Background: an optimization exercise with open tools, aiming at small area, a short achievable clock period and few clock cycles per item. Do not read the settings as production practice. Only simulation tests tie the RTL to the original design; equivalence was not proved.

==> inputs of run a <==
## conditional_output_channel_controller
module conditional_output_channel_controller (
  input  wire logic                          clk,
  input  wire logic                          rst_n,
  input  wire logic                          in_valid,
  output logic                               in_ready,
  input  wire logic [cocc_pkg::OP_W-1:0]     in_op,
  input  wire logic [cocc_pkg::CH_W-1:0]     in_channel,
  input  wire logic [cocc_pkg::DATA_W-1:0]   in_now_ms,
  input  wire logic                          in_pin_level,
  input  wire logic [cocc_pkg::SAMPLE_W-1:0] in_analog_sample,
  input  wire logic [cocc_pkg::RULE_W-1:0]   in_cond_on,
  input  wire logic [cocc_pkg::RULE_W-1:0]   in_cond_off,
  input  wire logic [cocc_pkg::DATA_W-1:0]   in_value_on,
  input  wire logic [cocc_pkg::DATA_W-1:0]   in_value_off,
  input  wire logic                          in_initial_state,
  output logic                               out_valid,
  input  wire logic                          out_ready,
  output logic [cocc_pkg::CH_W-1:0]          out_channel_out,
  output logic                               out_active,
  output logic                               out_out_level,
  output logic                               out_cur_state,
  output logic [cocc_pkg::RULE_W-1:0]        out_rule_on,
  output logic [cocc_pkg::RULE_W-1:0]        out_rule_off,
  output logic [cocc_pkg::DATA_W-1:0]        out_target_on,
  output logic [cocc_pkg::DATA_W-1:0]        out_target_off,
  output logic [cocc_pkg::DATA_W-1:0]        out_progress
);
make LEC_CHECK=0 CAP_MARGIN=20 CORE_MARGIN=2 CORE_UTILIZATION=40 SETUP_SLACK_MARGIN=2.5 SLEW_MARGIN=20 finish   # period 9.0 ns
run.sh (not shown) runs the stock make flow with config.mk's settings and CLKGATE_MAP_FILE= SYNTH_SCRIPT=/design/flow/synth_recipe.tcl, a recipe that flattens the netlist after the stock synthesis.
==> run b (differences from run a) <==
--- a/flow/design.v
+++ b/flow/design.v
@@ -124,48 +124,39 @@
 );
   localparam int NCH = cocc_pkg::NUM_CHANNELS;
   localparam int DW  = cocc_pkg::DATA_W;
   localparam int RW  = cocc_pkg::RULE_W;
   localparam int LW  = cocc_pkg::LEFT_W;
   localparam int SW  = cocc_pkg::SAMPLE_W;
   localparam int CW  = cocc_pkg::CH_W;
   localparam logic [DW-1:0] SAT_MAX = '1;
-  function automatic logic [2*DW-1:0] csa(input logic [DW-1:0] a, input logic [DW-1:0] b,
-                                          input logic [DW-1:0] c, input logic ci);
-    csa = {a ^ b ^ c,
-           (a[DW-2:0] & b[DW-2:0]) | (a[DW-2:0] & c[DW-2:0]) | (b[DW-2:0] & c[DW-2:0]), ci};
-  endfunction
   logic [cocc_pkg::OP_W-1:0] s_op;
   logic [CW-1:0]             s_ch;
   logic [DW-1:0]             s_now;
   logic                      s_pin;
   logic [SW-1:0]             s_smp;
   logic [RW-1:0]             s_con, s_coff;
   logic [DW-1:0]             s_von, s_voff;
   logic                      s_init;
-  logic [5:0] s_sel;
-  logic       wr;
-  logic       vld_m [NCH];    
   always_ff @(posedge clk) begin
     if (load) begin
-      for (int c = 0; c < 6; c++)
-        s_sel[c] <= (in_channel == CW'(c)) && (vld_m[c] || (wr && s_ch == CW'(c)));
       s_op   <= in_op;
       s_ch   <= in_channel;
       s_now  <= in_now_ms;
       s_pin  <= in_pin_level;
       s_smp  <= in_analog_sample;
       s_con  <= in_cond_on;
       s_coff <= in_cond_off;
       s_von  <= in_value_on;
       s_voff <= in_value_off;
       s_init <= in_initial_state;
     end
   end
+  logic          vld_m  [NCH];
   logic          en_m   [NCH];
   logic          on_m   [NCH];
   logic          pin_m  [NCH];
   logic          lvl_m  [NCH];
   logic [RW-1:0] ron_m  [NCH];
   logic [RW-1:0] roff_m [NCH];
   logic [DW-1:0] ton_m  [NCH];
   logic [DW-1:0] toff_m [NCH];
@@ -178,17 +169,17 @@
   logic [RW-1:0] c_ron, c_roff;
   logic [DW-1:0] c_ton, c_toff, c_prog, c_last;
   logic [LW-1:0] c_left;
   assign in_range = (s_ch < CW'(NCH));
   always_comb begin
     c_en = 1'b0; c_on = 1'b0; c_pin = 1'b0; c_lvl = 1'b0;
     c_ron = '0; c_roff = '0; c_ton = '0; c_toff = '0; c_prog = '0; c_last = '0; c_left = '0;
     for (int c = 0; c < NCH; c++) begin
-      sel_i[c] = s_sel[c];
+      sel_i[c] = (s_ch == CW'(c)) && vld_m[c];
       c_en   |= sel_i[c] & en_m[c];
       c_on   |= sel_i[c] & on_m[c];
       c_pin  |= sel_i[c] & pin_m[c];
       c_lvl  |= sel_i[c] & lvl_m[c];
       c_ron  |= {RW{sel_i[c]}} & ron_m[c];
       c_roff |= {RW{sel_i[c]}} & roff_m[c];
       c_ton  |= {DW{sel_i[c]}} & ton_m[c];
       c_toff |= {DW{sel_i[c]}} & toff_m[c];
@@ -201,79 +192,70 @@
   logic [RW-1:0] rule;
   logic [DW-1:0] tgt;
   assign op_eval   = (s_op == 3'd0);
   assign op_set    = (s_op == 3'd1);
   assign op_toggle = (s_op == 3'd2);
   assign op_kill   = (s_op == 3'd3);
   assign rule      = c_on ? c_roff : c_ron;
   assign tgt       = c_on ? c_toff : c_ton;
-  logic          bw_on, bw_off;
-  logic [DW-1:0] dm_on, dm_off;
+  logic          bw;
+  logic [DW-1:0] dm;
   logic          ge;
   logic [8:1]    dm_is;
-  assign {bw_on, dm_on}   = {1'b0, c_ton} - {1'b0, c_prog};
-  assign {bw_off, dm_off} = {1'b0, c_toff} - {1'b0, c_prog};
-  always_comb begin
-    if (c_on) begin
-      ge = bw_off || (dm_off == '0);
-      for (int k = 1; k <= 8; k++) dm_is[k] = (dm_off == DW'(k));
-    end else begin
-      ge = bw_on || (dm_on == '0);
-      for (int k = 1; k <= 8; k++) dm_is[k] = (dm_on == DW'(k));
-    end
-  end
-  logic [DW-1:0] e_s_r;
+  assign {bw, dm} = {1'b0, tgt} - {1'b0, c_prog};
+  assign ge       = bw || (dm == '0);
+  always_comb for (int k = 1; k <= 8; k++) dm_is[k] = (dm == DW'(k));
+  logic [DW-1:0] e_comb;
   logic          e_big;
   logic [12:0]   e13;
   logic [8:1]    cmp;
   logic [3:0]    q;
   logic [12:0]   qk;
   logic [LW-1:0] r;
   logic          fire;
-  assign e_big = |e_s_r[DW-1:13];
-  assign e13   = e_s_r[12:0];
+  assign e_comb = s_now + DW'(c_left) - c_last;
+  assign e_big  = |e_comb[DW-1:13];
+  assign e13    = e_comb[12:0];
   always_comb begin
     q  = '0;
     qk = '0;
     for (int k = 1; k <= 8; k++) begin
       cmp[k] = (e13 >= 13'(1000 * k));
       if (cmp[k]) begin
         q  = 4'(k);
         qk = 13'(1000 * k);
       end
     end
   end
   assign r    = LW'(e13 - qk);
   assign fire = slow || cmp[1];
+  logic [DW-1:0] ecur_r;
+  logic          ecur_big;
   logic [22:0]   q1;
   logic [DW-1:0] e_next;
   logic [DW:0]   step_sum;
   logic [DW-1:0] step_prog;
+  logic [DW-1:0] step_last;
+  logic          slow_step;
+  logic          capture;
   logic          timer_eval;
-  logic [DW-1:0] ea, eb, ec;
-  logic [DW-1:0] q1_s, q1_c;
-  logic [DW-1:0] t_s1, t_c1, t_s2, t_c2, t_s3, t_c3, t_s4, t_c4, t_s5, t_c5, t_s6, t_c6, t_s7, t_c7;
-  assign ea = e_s_r >> 10;
-  assign eb = e_s_r >> 16;
-  assign ec = e_s_r >> 17;
-  assign {q1_s, q1_c} = csa(ea, eb, ec, 1'b0);
-  assign q1           = 23'(q1_s + q1_c);
-  assign {t_s1, t_c1} = csa(DW'(e_s_r[9:0]), ea << 4, ea << 3, 1'b1);
-  assign {t_s2, t_c2} = csa(~(eb << 10), eb << 4, eb << 3, 1'b1);
-  assign {t_s3, t_c3} = csa(~(ec << 10), ec << 4, ec << 3, 1'b0);
-  assign {t_s4, t_c4} = csa(t_s1, t_c1, t_s2, 1'b0);
-  assign {t_s5, t_c5} = csa(t_c2, t_s3, t_c3, 1'b0);
-  assign {t_s6, t_c6} = csa(t_s4, t_c4, t_s5, 1'b0);
-  assign {t_s7, t_c7} = csa(t_c5, t_s6, t_c6, 1'b0);
-  assign e_next       = DW'(22'(t_s7 + t_c7));
+  assign ecur_big   = |ecur_r[DW-1:13];
+  assign q1         = 23'(ecur_r >> 10) + 23'(ecur_r >> 16) + 23'(ecur_r >> 17);
+  assign e_next     = ecur_r - (DW'(q1) << 10) + (DW'(q1) << 4) + (DW'(q1) << 3);
   assign step_sum   = {1'b0, c_prog} + (DW+1)'(q1);
   assign step_prog  = step_sum[DW] ? SAT_MAX : step_sum[DW-1:0];
+  assign step_last  = s_now - e_next;
+  assign slow_step  = slow && ecur_big;
   assign timer_eval = op_eval && in_range && c_en && (rule == cocc_pkg::RULE_TIMER);
-  assign need_step  = timer_eval && e_big;
+  assign capture    = !slow && timer_eval && e_big;
+  assign need_step  = slow_step || capture;
+  always_ff @(posedge clk) begin
+    if (go) ecur_r <= slow ? e_next : e_comb;
+  end
   logic          ev;
   logic [3:0]    inc;
   logic [DW:0]   inc_sum;
   logic [DW-1:0] inc_prog;
   logic          hit1;
   logic [DW-1:0] prog1;
   logic          lvl1;
   logic          upd_t;
@@ -281,20 +263,19 @@
     logic [DW:0] tw;
     logic [DW:0] d;
     tw = {t, 1'b0};
     d  = tw - (DW+1)'(s);
     if (tw <= (DW+1)'(s)) below = '0;
     else if (d[DW])       below = SAT_MAX;
     else                  below = d[DW-1:0];
   endfunction
-  logic          bhit_on;
-  logic [DW-1:0] blw;
-  assign bhit_on = (c_ton == '0) || (c_ton >= DW'(s_smp));
-  assign blw     = below((!c_on && (c_ron == cocc_pkg::RULE_BELOW) && !bhit_on) ? c_ton : c_toff, s_smp);
+  logic [DW-1:0] blw_on, blw_off;
+  assign blw_on  = below(c_ton, s_smp);
+  assign blw_off = below(c_toff, s_smp);
   assign ev = (rule == cocc_pkg::RULE_PULSE)  ? (!s_pin && c_lvl) :
               (rule == cocc_pkg::RULE_RISING) ? (s_pin && !c_lvl) : 1'b0;
   always_comb begin
     unique case (rule)
       cocc_pkg::RULE_TIMER:                         inc = q;
       cocc_pkg::RULE_PULSE, cocc_pkg::RULE_RISING:  inc = {3'b0, ev};
       default:                                      inc = 4'd0;
     endcase
@@ -314,17 +295,17 @@
         lvl1 = s_pin;
         if (ev && dm_is[1]) hit1 = 1'b1;
       end
       cocc_pkg::RULE_ABOVE: begin
         prog1 = DW'(s_smp);
         hit1  = (DW'(s_smp) >= tgt);
       end
       cocc_pkg::RULE_BELOW: begin
-        prog1 = blw;
+        prog1 = c_on ? blw_off : blw_on;
         hit1  = (tgt == '0) || (tgt >= DW'(s_smp));
       end
       default: ;
     endcase
   end
   logic [DW-1:0] prog2;
   logic          lvl2;
   logic          hit2;
@@ -343,32 +324,35 @@
         prog2 = DW'(s_pin);
         hit2  = s_pin ? (c_toff <= DW'(1)) : toff0;
       end
       cocc_pkg::RULE_ABOVE: begin
         prog2 = DW'(s_smp);
         hit2  = (DW'(s_smp) >= c_toff);
       end
       cocc_pkg::RULE_BELOW: begin
-        prog2 = blw;
+        prog2 = blw_off;
         hit2  = toff0 || (c_toff >= DW'(s_smp));
       end
       default: ;
     endcase
   end
   logic          n_en, n_on, n_pin, n_lvl;
   logic [RW-1:0] n_ron, n_roff;
   logic [DW-1:0] n_ton, n_toff, n_prog, n_last;
   logic [LW-1:0] n_left;
   always_comb begin
     n_en = c_en; n_on = c_on; n_pin = c_pin; n_lvl = c_lvl;
     n_ron = c_ron; n_roff = c_roff; n_ton = c_ton; n_toff = c_toff;
     n_prog = c_prog; n_last = c_last; n_left = c_left;
-    if (need_step) begin
+    if (slow_step) begin
       n_prog = step_prog;
+      n_last = step_last;
+      n_left = '0;
+    end else if (capture) begin
     end else if (op_eval) begin
       if (c_en) begin
         n_pin = c_on;
         if (hit1) begin
           n_last = s_now;
           n_left = '0;
           if (!c_on && !hit2) begin
             n_on   = 1'b1;
@@ -413,50 +397,17 @@
       n_pin  = 1'b0;
       n_on   = 1'b0;
       n_prog = '0;
       n_last = s_now;
       n_left = '0;
       n_lvl  = 1'b0;
     end
   end
-  logic [NCH-1:0] sel_n;
-  logic [DW-1:0]  p_last;
-  logic [LW-1:0]  p_left;
-  logic [DW-1:0]  e_pre;
-  logic [DW-1:0]  d_now;
-  logic [DW-1:0]  e_fwd;
-  logic [DW-1:0]  e_fwd_r;
-  logic [DW-1:0]  e_fwd_l;
-  logic           same_ch;
-  logic           chg_t;
-  logic           keep_left;
-  always_comb begin
-    p_last = '0;
-    p_left = '0;
-    for (int c = 0; c < NCH; c++) begin
-      sel_n[c] = (in_channel == CW'(c)) && vld_m[c];
-      p_last |= {DW{sel_n[c]}} & last_m[c];
-      p_left |= {LW{sel_n[c]}} & left_m[c];
-    end
-  end
-  logic [DW-1:0]  pre_s, pre_c;
-  assign {pre_s, pre_c} = csa(in_now_ms, DW'(p_left), ~p_last, 1'b1);
-  assign e_pre   = pre_s + pre_c;
-  assign d_now   = in_now_ms - s_now;
-  assign keep_left = op_toggle;
-  assign chg_t     = op_set || op_kill || op_toggle || (op_eval && c_en && (hit1 || upd_t));
-  assign same_ch = done && in_range && (in_channel == s_ch);
-  assign e_fwd_r = d_now + DW'(r);
-  assign e_fwd_l = d_now + DW'(c_left);
-  assign e_fwd   = keep_left ? e_fwd_l : (op_eval && c_en && upd_t && !hit1) ? e_fwd_r : d_now;
-  always_ff @(posedge clk) begin
-    if (load)    e_s_r <= (same_ch && chg_t) ? e_fwd : e_pre;
-    else if (go) e_s_r <= e_next;
-  end
+  logic wr;
   assign wr = go && in_range;
   always_ff @(posedge clk) begin
     if (!rst_n) begin
       for (int c = 0; c < NCH; c++) vld_m[c] <= 1'b0;
     end else begin
       for (int c = 0; c < NCH; c++) if (wr && s_ch == CW'(c)) vld_m[c] <= 1'b1;
     end
   end
Settings changed: SETUP_SLACK_MARGIN 2.5 to 1.0.
==> run notes <==
Of run a and run b, run a has the higher cell area (gap about 4%, measured against run b).
Of run b and run a, run a has the higher register-to-register slack (gap 1.4 ns).
In run b the core utilization is higher than in run a, by 0.83 points.
Between run a and run b, the lower cell count is in run b (gap 5.1%, measured against run b).
Against run b, the wire length of run a is larger by about 5.5%.
In run b the via count is smaller than in run a, by about 5.3%.
Testbench counts of run a, summed over its fixed seeds: cycles 8,287, items 8,037.
Testbench counts of run b, summed over its fixed seeds: cycles 8,432, items 8,037.

## separate check: timing with driven ports
The results above use ideal ports. As a check the final layouts listed here were re-extracted and re-timed, cells and wires unchanged.
Step 1, drivers: a clkbuf_16 drives clk and a buf_2 each remaining input, both assumed.
Step 2 moves the port delays by t, midway between the first and last clock arrival at a register: inputs arrive t later, outputs are due t later. That takes back most of the time a late clock gives input paths.
Slacks: ideal ports / drivers / drivers and shift; pairs: ideal ports / drivers.
run	shift t [ns]	slack for setup (ns)	slew at the worst register clock pin (ns)
run a	0.831	2.422 / 2.422 / 1.865	0.07 / 0.07
run b	0.815	1.022 / 0.936 / 1.059	0.07 / 0.07
After both steps every run listed still meets setup and hold. The setup slack of run a, which loses most, moves by 0.000 ns with the drivers and by -0.557 ns with both steps.
